Source: an optimization exercise on an open RTL-to-GDS flow (aim: small area). Production flows keep margins and buffers that such runs may drop.
Only simulation tests tie the RTL to the original design; equivalence was not proved.
No activity file was given, so power comes from the tool's default toggle rates.

==> flow/design.v (outline; a module is shown in full before it is edited, if it fits) <==
// module pattern_source: 52 lines
// module pattern_rom: 1165 lines
// module test_sequencer: 67 lines
// module result_checker: 32 lines
// module data_compare: 7 lines
// module mem_tester_top: 64 lines
module mem_tester_top #(
   parameter int sweep_beats = 1048576
) (
   input  logic                          ui_clk,
   input  logic                          resetn,
   input  logic                          calib_done,
   input  logic                          app_rdy,
   input  logic                          app_wdf_rdy,
   input  logic                          app_rd_data_valid,
   input  logic [256-1:0] app_rd_data,
   output logic                          app_en,
   output logic [2:0]                    app_cmd,
   output logic [28-1:0] app_addr,
   output logic                          app_wdf_wren,
   output logic [256-1:0] app_wdf_data,
   output logic                          led_pass,
   output logic                          led_fail,
   output logic                          led_calib,
   output logic [32-1:0]    sweep_count
);
  // ...
==> flow/flow/run.sh <==
#!/bin/bash
# Layout flow: ORFS's synthesis, without its adder extraction and with each of
# a few area-mapping ABC scripts in place of ORFS's own; the smallest netlist
# whose registers match the standard synthesis's is laid out by the standard
# flow, with 1x buffers on the ports.
set -euo pipefail
W=$(pwd)
R=$W/orfs/results/$FLOW_PLATFORM/mem_tester_top/base

# standard synthesis: the reference registers, and the fallback netlist
bash standard.sh synth > $W/std_synth.log 2>&1
cp $R/1_2_yosys.v $W/std_1_2_yosys.v

regs() { grep -oE "sky130_fd_sc_hd__(df|edf|sdf|dl)[a-z0-9_]* +[^ ]+" $1 | sort; }
# the whole design's area (the top module's own line when the synthesis is flat)
area() {
   local a
   a=$(sed -n "s/^ *Chip area for top module '\\\\$FLOW_TOP': \([0-9.]*\).*/\1/p" $1 | head -1)
   [[ -n $a ]] || a=$(sed -n "s/^ *Chip area for module '\\\\$FLOW_TOP': \([0-9.]*\).*/\1/p" $1 | head -1)
   echo $a
}
regs $W/std_1_2_yosys.v > $W/regs_std.txt

# the same synthesis with each area script, in its own ORFS work folder
for s in $W/flow/abc*.script; do
   n=$(basename $s .script)
   rm -rf $W/scripts_$n $W/orfs_$n
   cp -r $FLOW_HOME/scripts $W/scripts_$n
   cp $s $W/scripts_$n/abc_area.script
   sed "s#WORK_HOME=[^ ]*#WORK_HOME=$W/orfs_$n#" standard.sh > $W/std_$n.sh
   ( bash $W/std_$n.sh ABC_AREA=1 ADDER_MAP_FILE= SCRIPTS_DIR=$W/scripts_$n synth > $W/synth_$n.log 2>&1 || true ) &
done
wait

best=$W/std_1_2_yosys.v
best_area=$(area $W/orfs/reports/$FLOW_PLATFORM/mem_tester_top/base/synth_stat.txt)
echo "standard: $best_area" > $W/synth_choice.txt
for s in $W/flow/abc*.script; do
   n=$(basename $s .script)
   v=$W/orfs_$n/results/$FLOW_PLATFORM/mem_tester_top/base/1_2_yosys.v
   st=$W/orfs_$n/reports/$FLOW_PLATFORM/mem_tester_top/base/synth_stat.txt
   [[ -f $v && -f $st ]] || { echo "$n: failed" >> $W/synth_choice.txt; continue; }
   regs $v > $W/regs_$n.txt
   a=$(area $st)
   if ! cmp -s $W/regs_std.txt $W/regs_$n.txt; then
      echo "$n: $a, registers differ" >> $W/synth_choice.txt; continue
   fi
   echo "$n: $a" >> $W/synth_choice.txt
   if python3 -c "import sys; sys.exit(0 if float('$a') < float('$best_area') else 1)"; then
      best=$v; best_area=$a
   fi
done
echo "chosen: $best ($best_area)" >> $W/synth_choice.txt

if [[ $best != $W/std_1_2_yosys.v ]]; then
   cp $best $R/1_2_yosys.v
   rm -f $R/1_synth.odb $R/1_synth.sdc
fi

BUFFER_PORTS_ARGS="-buffer_cell sky130_fd_sc_hd__buf_1" bash standard.sh finish > $W/layout.log 2>&1
==> flow/flow/abc1.script <==
strash; dch; amap -F 10 -A 10; strash; dch; amap -F 10 -A 10
==> flow/flow/abc2.script <==
strash; dch -f; amap -F 10 -A 10; strash; dch; amap -F 10 -A 10
==> flow/flow/abc3.script <==
strash; dch; amap -F 10 -A 10
==> flow/flow/abc4.script <==
strash; dch; amap -F 10 -A 10; strash; dch; amap -F 10 -A 10; strash; dch; amap -F 10 -A 10
==> flow/standard.sh <==
#!/bin/bash
# synth_recipe.tcl (not shown) runs the flow's synth.tcl, then flattens the netlist and writes it again
# the make line also repeats each setting of config.mk as NAME=value (left out here)
make -C /OpenROAD-flow-scripts/flow DESIGN_CONFIG=/design/flow/config.mk WORK_HOME=/design/flow/orfs CLKGATE_MAP_FILE= SYNTH_SCRIPT=/design/flow/synth_recipe.tcl "${@:-finish}"
==> flow/config.mk <==
export PLATFORM = sky130hd
export DESIGN_NAME = mem_tester_top
export DESIGN_NICKNAME = mem_tester_top
export VERILOG_FILES = /design/flow/design.v
export SDC_FILE = /design/flow/constraint.sdc
export NUM_CORES = 4
export LEC_CHECK = 0
export CAP_MARGIN = 20
export CORE_AREA = 2 2 198 198
export CTS_BUF_LIST = sky130_fd_sc_hd__clkbuf_4 sky130_fd_sc_hd__clkbuf_8
export DIE_AREA = 0 0 200 200
export GPL_TIMING_DRIVEN = 0
export SLEW_MARGIN = 20
export SYNTH_HIERARCHICAL = 1
==> flow/constraint.sdc <==
create_clock -name core_clock -period 10.0 [get_ports {ui_clk}]
set_input_delay 2.0000 -clock core_clock [delete_from_list [all_inputs] [get_ports {ui_clk}]]
set_output_delay 2.0000 -clock core_clock [all_outputs]
set_load 0.01 [all_outputs]
==> impl_metrics.csv, run 1 <==
group,metric,value,unit
outcome,status,"no timing/DRC/antenna violations",
grt,grt_pass1_vias,13260,
sta,hold_violations,0,
worst_setup_path,start_kind,"register",
hold_path,holdPathEnd,"u_pattern_source.beat_idx[19]$_DFF_PN0_",
sta,worst_pin_slew,1255,ps
finish,fill_cells,4503,
power,clk-power,0.152,mW
grt,grt_util_all_layers,0.3471,
finish,multi_input_comb_cells,1403,
die,core,0.03776,mm²
power,clkPwrFrac,0.043,
grt,use_met1,0.4308,
power,power_switching,2.418,mW
finish,sh_seq_area,0.1169,
synth,synth_area,0.008905,mm²
die,taps,511,
worst_setup_path,cp_data_required_time,10180,ps
worst_setup_path,timing.rr.start,"u_pattern_source.beat_idx[2]$_DFF_PN0_",
sta,finClkSkew,9.882,ps
power,p_int,1.080,mW
sta,fmax,0.1145,GHz
worst_setup_path,arrival,8910,ps
finish,fin_area,0.01204,mm²
finish,largestClassByArea,"multi-input combinational cells",
finish,num-nonclk-inverters,95,
worst_setup_path,critPathSlowestCell,"dfrtp_1",
die,die_h,200,µm
sta,relSlewSlack,0.1605,
finish,largestRegisters,"u_result_checker.sweep_count: 32 flops, u_pattern_source.beat_idx: 20 flops, u_test_sequencer.state: 4 flops",
drt,ant_nets,0,
die,dieArea,0.04000,mm²
finish,drive_above_1_share,0.01901,
finish,num-nets-final,2418,
power,power_leader,"combinational cells",
sta,setup_ws,1265,ps
grt,use_met3,0.05712,
die,num_rows,71,
power,powerDensity,290.4,mW/mm²
==> run 2, diff against run 1 <==
--- a/flow/config.mk
+++ b/flow/config.mk
@@ -9,6 +9,5 @@
 export CORE_AREA = 2 2 198 198
 export CTS_BUF_LIST = sky130_fd_sc_hd__clkbuf_4 sky130_fd_sc_hd__clkbuf_8
 export DIE_AREA = 0 0 200 200
-export GPL_TIMING_DRIVEN = 0
 export SLEW_MARGIN = 20
 export SYNTH_HIERARCHICAL = 1
==> run 2 against run 1 <==
Still clean on timing, DRC and antenna. Routed wire length increased by 5.2%. Critical endpoint is now app_wdf_data[118]. Clock-buffer cell count increased by 1. Flip-flop and latch count unchanged.
==> impl_metrics.csv, run 2 <==
group,metric,value,unit
drt,dr_total_vias,15300,
sta,rsz0062_at_grt,"false",
finish,mostFrequentLayoutCell,"buf_1",
worst_setup_path,crit_path_end_kind,"output pin",
drt,dr.pass1.iters,5,
finish,syn_to_final_growth,35.34,%
finish,fin_util,0.3192,
die,dieArea,0.04000,mm²
clocking,htreeDepth,2,
die,core,0.03776,mm²
worst_setup_path,rrSetupSlack,2300,ps
finish,drive_above_1_share,0.02436,
die,initial_utilization,0.2359,
grt,grt_max_degree,99,
clocking,clockBufferDepth,2,
sta,hold_violations,0,
synth,synth_area,0.008905,mm²
outcome,status,"no timing/DRC/antenna violations",
worst_setup_path,critPathKind,"register to output pin",
worst_setup_path,timing.rr.start,"u_pattern_source.beat_idx[2]$_DFF_PN0_",
clocking,cts_tree,"yes",
worst_setup_path,cp_max_fo,17,
grt,grt_util_all_layers,0.3677,
sta,fmax,0.1286,GHz
sta,relSlewSlack,0.1770,
finish,num-nets-final,2437,
synth,syn-mean-instance-area,5.716,µm²
grt,grt_pass1_vias,13630,
hold_path,hp-class,"register to register",
die,io_pins,586,
sta,setup_ws,2223,ps
finish,largestRegisters,"u_result_checker.sweep_count: 32 flops, u_pattern_source.beat_idx: 20 flops, u_test_sequencer.state: 4 flops",
place,place_congestion,1.095,
clocking,clk_pin_slew_worst_paths,100,ps
finish,largest_reg_flops,32,
synth,synthCells,1558,
die,die_x,200,µm
synth,ys.warnings.count,9,
drt,wirelength,78110,µm
place,placed_cell_area,0.01195,mm²
drt,wl_per_cell,29.05,µm
finish,fin_area,0.01205,mm²
grt,grt_first_pass_wirelength,102900,µm
clocking,cts_setup_buffers,0,
drt,ant_nets,0,
clocking,clock_latency,320,ps
power,powerDensity,296.1,mW/mm²
finish,regMostFlops,"u_result_checker.sweep_count",
finish,final_cell_mix,"buf_1, nor2_1, a21oi_1",
worst_setup_path,worstSetupStartpoint,"u_pattern_source.beat_idx[2]$_DFF_PN0_",
clocking,cts_resized,0,
worst_setup_path,r2r_cells,20,
die,die_h,200,µm
power,ir_drop,0.08195,mV
clocking,numCtsBuffers,5,
worst_setup_path,start_kind,"register",
drt,drt_iter0_markers,1823,
worst_setup_path,critical_path.endpoint,"app_wdf_data[118]",
worst_setup_path,rr_endpoint,"u_test_sequencer.state[0]$_DFFE_PN0P_",
job,drv_cap,0,
drt,avgViaCountPerCell,5.691,
sta,worst_pin_slew,1222,ps
grt,overflow,0,
clocking,cts_sinks,56,
place,dpl_worst_slack,2777,ps
clocking,cts_root_buf,"clkbuf_8",
sta,timing.final.crit_share,0.7777,
clocking,hold_buffers,0,
sta,setup_tns,0,ps
grt,antenna_found_initial,3,
worst_setup_path,cp_data_required_time,8000,ps
sta,finClkSkew,3.701,ps
die,num_rows,71,
place,io_buffers,575,
drt,drc,0,
sta,setup_viol,0,
sta,timing.final.crit_period,7777,ps
power,power.leakage,4.364,nW
sta,final_max_slew_viol_count,0,
worst_setup_path,arrival,5780,ps
place,dp_hpwl,66240,µm
==> run 2: layout make-up <==
type,instances,area (µm²)
multi-input combinational,1403,7099
sequential,56,1406
tap,511,639.4
antenna,2,5.005
fill,4446,25700
timing repair buffer,614,2450
inverter,95,361.6
clock inverter,2,13.76
clock buffer,6,76.32
==> run 2: metal layers <==
metal,GRT usage,wire length [µm],vias to the layer above
met3,0.06620,7367,199
met1,0.4524,30010,7034
met5,0,8,-
met2,0.6067,35730,1025
met4,0.2060,4987,2
li1,-,-,7043
==> run 2: worst min path at each step <==
| stage | from | cells past startpoint | end | slack (ps) |
|---|---|---|---|---|
| floorplan | u_pattern_source.beat_idx[19]$_DFF_PN0_ | 1 | u_pattern_source.beat_idx[19]$_DFF_PN0_ | 520 |
| global placement | u_result_checker.sweep_count[31]$_DFF_PN0_ | 1 | u_result_checker.sweep_count[31]$_DFF_PN0_ | 480 |
| detailed placement | u_result_checker.sweep_count[31]$_DFF_PN0_ | 1 | u_result_checker.sweep_count[31]$_DFF_PN0_ | 490 |
| CTS | u_result_checker.sweep_count[31]$_DFF_PN0_ | 1 | u_result_checker.sweep_count[31]$_DFF_PN0_ | 500 |
| global route | u_result_checker.sweep_count[31]$_DFF_PN0_ | 1 | u_result_checker.sweep_count[31]$_DFF_PN0_ | 530 |
| finish | u_result_checker.sweep_count[31]$_DFF_PN0_ | 1 | u_result_checker.sweep_count[31]$_DFF_PN0_ | 500 |
==> run 2: through the flow <==
stage	std cells	hold WS, ps	power (mW)
after CTS	2686	504.8	3.487
final	2689	503.4	3.569
after global routing	2687	526.5	3.726
after detailed placement	2678	492.6	3.343
after global placement	2678	478.7	3.371
after floorplan	1566	515.8	1.876
==> run 2: critical path: stages, from the launching register on <==
cell	delay, ps
dfrtp_1	920
nor2_1	480
clkinv_1	400
nor2_1	270
nor2_1	510
clkinv_1	410
nor2_1	830
clkinv_1	410
o21ai_0	350
or2_0	340
o22a_1	320
buf_1	180
==> run 2: report_power, final <==
part           internal (mW)  switching (mW)
sequential             0.240          0.0193
clock                 0.0530          0.0795
combinational          0.795            2.38

-- what the ideal ports hide --
Ports are ideal in the flow. The routed layouts listed here were re-timed in OpenROAD.
Step 1 (the two cells are an assumption about what drives the block):
set clk [get_ports {ui_clk}]
set_driving_cell -lib_cell sky130_fd_sc_hd__clkbuf_16 $clk
set_driving_cell -lib_cell sky130_fd_sc_hd__buf_2 [delete_from_list [all_inputs] $clk]
Step 2 also shifts input and output timing later by t, the mid clock arrival at the registers, as if the neighbouring blocks saw the same clock.
Slacks: no drivers / after step 1 / after step 2; pairs: no drivers / after step 1.
run	t, ns	slack for setup (ns)	worst register clock-pin slew, ns
run 1	0.339	1.265 / 1.265 / 1.265	0.11 / 0.11
run 2	0.346	2.223 / 2.194 / 2.301	0.10 / 0.10
After both steps every run listed still meets setup and hold.
